Context: an optimization exercise on an open-source flow, tuned for small area, a short achievable clock period and few clock cycles. The choices shown serve that exercise and are no tape-out recipe.
The RTL was checked by simulation tests, not by an equivalence proof against the original design.
No activity file was given, so power comes from the tool's default toggle rates.

== 09-28 ==
==> flow/design.v (excerpt) <==
module alu_muldiv #(
  parameter int unsigned LEN = 32
) (
  input  logic            clk,
  input  logic            rst_n,
  input  logic            flush,
  input  logic            req_valid,
  output logic            req_ready,
  input  logic [alu_pkg::OP_W-1:0] alu_ctrl,
  input  logic [LEN-1:0]  aluop1,
  input  logic [LEN-1:0]  aluop2,
  output logic            resp_valid,
  output logic [LEN-1:0]  aluout,
  output logic            zero
);
Size in the first run: roughly 6100 cells after synthesis, ~400 flip-flops, ~110 I/O pins.
==> flow/config.mk <==
export PLATFORM = sky130hd
export DESIGN_NAME = alu_muldiv
export DESIGN_NICKNAME = alu_muldiv
export VERILOG_FILES = /design/flow/design.v
export SDC_FILE = /design/flow/constraint.sdc
export NUM_CORES = 4
export LEC_CHECK = 0
export CAP_MARGIN = 20
export CORE_MARGIN = 2
export CORE_UTILIZATION = 40
export PLACE_DENSITY = 0.72
export SLEW_MARGIN = 20
==> flow/constraint.sdc <==
create_clock -name core_clock -period 12.0 [get_ports {clk}]
set_input_delay 2.4000 -clock core_clock [delete_from_list [all_inputs] [get_ports {clk}]]
set_output_delay 2.4000 -clock core_clock [all_outputs]
set_load 0.01 [all_outputs]
standard.sh (not shown) runs the stock make flow with config.mk's settings and CLKGATE_MAP_FILE= SYNTH_SCRIPT=/design/flow/synth_recipe.tcl, a recipe that flattens the netlist after the stock synthesis.
==> flow/flow/run.sh <==
#!/bin/bash
# Own flow: the standard layout (standard.sh: unchanged synthesis, floorplan, placement, CTS,
# routing) with the same SDC and clock period. Two settings differ from the defaults:
#  - timing repair is asked to leave a larger setup margin, so the resizer keeps working on paths
#    shorter than the clock period;
#  - every input and output port still gets its own buffer, but a plain buf_4 rather than the
#    delay-style buffer the resizer picks by default.
# ORFS writes each step's full log under orfs/logs/; make's own output goes to standard.log.
set -euo pipefail
export SETUP_SLACK_MARGIN=7.5
export BUFFER_PORTS_ARGS="-buffer_cell sky130_fd_sc_hd__buf_4"
bash standard.sh > standard.log 2>&1
Testbench counts of 09-28, summed over its fixed seeds: cycles 26,164.
diff inputs: 09-28 => 11-11
-- flow/flow/run.sh --
<<< 09-28, line 8
# ORFS writes each step's full log under orfs/logs/; make's own output goes to standard.log.
set -euo pipefail
export SETUP_SLACK_MARGIN=7.5
export BUFFER_PORTS_ARGS="-buffer_cell sky130_fd_sc_hd__buf_4"
bash standard.sh > standard.log 2>&1
>>> 11-11, line 8
# ORFS writes each step's full log under orfs/logs/; make's own output goes to standard.log.
set -euo pipefail
export SETUP_SLACK_MARGIN=7
export BUFFER_PORTS_ARGS="-buffer_cell sky130_fd_sc_hd__buf_4"
bash standard.sh > standard.log 2>&1
Findings:
Taking 09-28 as the reference, in 11-11 final critical-path setup slack down 0.59 ns, post-cts gate resize count down 32, routed wire length per instance flat, part of the power in the clock network up 0.2 points, violation count after the first detailed-route iteration up 2.7%. Of 11-11 and 09-28, the run reporting the lower ratio of cells with drive above 1 in the final layout was 11-11. After detailed routing, 09-28 needs more wire than 11-11. Going from 09-28 to 11-11, overall power consumption shrank slightly. Going from 09-28 to 11-11, final clock period utilization by the worst path up 4.9 points; post-route core utilization lower.

* * *

Setup of ember:
Starting RTL as in the previous note.
==> flow/config.mk <==
export PLATFORM = sky130hd
export DESIGN_NAME = alu_muldiv
export DESIGN_NICKNAME = alu_muldiv
export VERILOG_FILES = /design/flow/design.v
export SDC_FILE = /design/flow/constraint.sdc
export NUM_CORES = 4
export LEC_CHECK = 0
export CAP_MARGIN = 20
export CORE_MARGIN = 2
export CORE_UTILIZATION = 40
export PLACE_DENSITY = 0.72
export SLEW_MARGIN = 20
export TNS_END_PERCENT = 30
==> flow/constraint.sdc <==
create_clock -name core_clock -period 12.0 [get_ports {clk}]
set_input_delay 2.4000 -clock core_clock [delete_from_list [all_inputs] [get_ports {clk}]]
set_output_delay 2.4000 -clock core_clock [all_outputs]
set_load 0.01 [all_outputs]
==> flow/flow/run.sh <==
#!/bin/bash
# Own flow: the standard layout (standard.sh: unchanged synthesis, floorplan, placement, CTS,
# routing) with the same SDC and clock period. Two settings differ from the defaults:
#  - timing repair is asked to leave a larger setup margin, so the resizer keeps working on paths
#    shorter than the clock period;
#  - every input and output port still gets its own buffer, but a plain buf_4 rather than the
#    delay-style buffer the resizer picks by default.
# ORFS writes each step's full log under orfs/logs/; make's own output goes to standard.log.
set -euo pipefail
export SETUP_SLACK_MARGIN=7.75
export BUFFER_PORTS_ARGS="-buffer_cell sky130_fd_sc_hd__buf_4"
bash standard.sh > standard.log 2>&1
Testbench counts of ember, summed over its fixed seeds: cycles 26,164.
#### Input delta (maple over ember)
# ember
export LEC_CHECK = 0
export CAP_MARGIN = 20
export CORE_MARGIN = 2
export CORE_UTILIZATION = 40
export PLACE_DENSITY = 0.72
export SLEW_MARGIN = 20
export TNS_END_PERCENT = 30
create_clock -name core_clock -period 12.0 [get_ports {clk}]
# maple
export LEC_CHECK = 0
export CAP_MARGIN = 20
export CORE_MARGIN = 2
export CORE_UTILIZATION = 40
export PLACE_DENSITY = 0.72
export SLEW_MARGIN = 20
create_clock -name core_clock -period 12.0 [get_ports {clk}]
--- outcome ---
Clock edge transition at the registers on the reported setup and hold paths across ember and maple: no real change.
Global-route usage: maple vs ember, no meaningful difference
Wire length, ember and maple: lower on ember
Final cell count essentially unchanged between ember and maple.
Changes in indigo relative to maple:
# maple
export LEC_CHECK = 0
export CAP_MARGIN = 20
export CORE_MARGIN = 2
export CORE_UTILIZATION = 40
export PLACE_DENSITY = 0.72
export SLEW_MARGIN = 20
create_clock -name core_clock -period 12.0 [get_ports {clk}]
# indigo
export LEC_CHECK = 0
export CAP_MARGIN = 20
export CORE_MARGIN = 2
export CORE_UTILIZATION = 40
export PLACE_DENSITY = 0.8
export SLEW_MARGIN = 20
create_clock -name core_clock -period 12.0 [get_ports {clk}]
==> run summary <==
| indigo | all stages done | FAIL | capacitance limit, slew limit |
Compared indigo vs maple, and power is up in indigo.
From maple to indigo the numbers moved as follows: routed length on met1 went up about 11%, final cell count held, max-cap violation count went up 1.
Global-route wire length before repair went up by a few percent going from maple to indigo.
Of indigo and maple, it is indigo that has the higher slew at the pin closest to its max-slew limit.
indigo vs. maple: post-layout minimum cycle time grew by 0.066 ns; cell area after layout grew by about 1.2%.

* * *

Starting RTL as in the previous note.
export LEC_CHECK = 0
export CAP_MARGIN = 20
export CORE_MARGIN = 2
export CORE_UTILIZATION = 40
export PLACE_DENSITY = 0.72
export SLEW_MARGIN = 20
export TNS_END_PERCENT = 60
create_clock -name core_clock -period 12.0 [get_ports {clk}]
Scripts as last shown in full above: flow/flow/run.sh
Testbench counts at the start, summed over its fixed seeds: cycles 26,164.
==> next run, changes <==
--- a/flow/flow/run.sh
+++ b/flow/flow/run.sh
@@ -8,5 +8,5 @@
 # ORFS writes each step's full log under orfs/logs/; make's own output goes to standard.log.
 set -euo pipefail
-export SETUP_SLACK_MARGIN=7.75
+export SETUP_SLACK_MARGIN=8
 export BUFFER_PORTS_ARGS="-buffer_cell sky130_fd_sc_hd__buf_4"
 bash standard.sh > standard.log 2>&1
- TNS_END_PERCENT: 60 -> not set
Outcome:
- hold slack loses 0.0064 ns
- clock skew is higher by 0.020 ns
- area after synthesis stays the same
- combinational power is higher by 9.9%
- synthesized cell count does not change
- design area is higher by 3.2%
- clock power is higher by about 4%
- cell count is higher by 0.78%
- setup slack loses 0.044 ns
- total power is higher by 7.3%

==> static timing again, ports no longer ideal <==
How much do the figures lean on ideal ports? The routed layouts below were timed once more, with nothing changed but the port constraints.
Step 1, drivers: a clkbuf_16 drives clk and a buf_2 each remaining input, both assumed.
Step 2 adds t to the input delays and takes it off the output delays; t is the mean of the earliest and latest rising clock arrival at the registers after step 1. Input paths then give back, and output paths get back, about the clock's delay inside the block.
Three values: no drivers, after step 1, after step 2; two values: the first two.
| run | t, ns | setup slack, ns | worst setup path after step 2 |
|---|---|---|---|
| 09-28 | 0.728 | 7.492 / 7.492 / 7.492 | register to register |
| 11-11 | 0.732 | 6.902 / 6.902 / 6.902 | register to register |
| ember | 0.738 | 7.550 / 7.550 / 7.550 | register to register |
| maple | 0.735 | 7.644 / 7.644 / 7.644 | register to register |
| indigo | 0.749 | 7.578 / 7.578 / 7.578 | register to register |
| the first run of note 3 | 0.733 | 7.591 / 7.591 / 7.591 | register to register |
| the second run of note 3 | 0.745 | 7.547 / 7.547 / 7.547 | register to register |
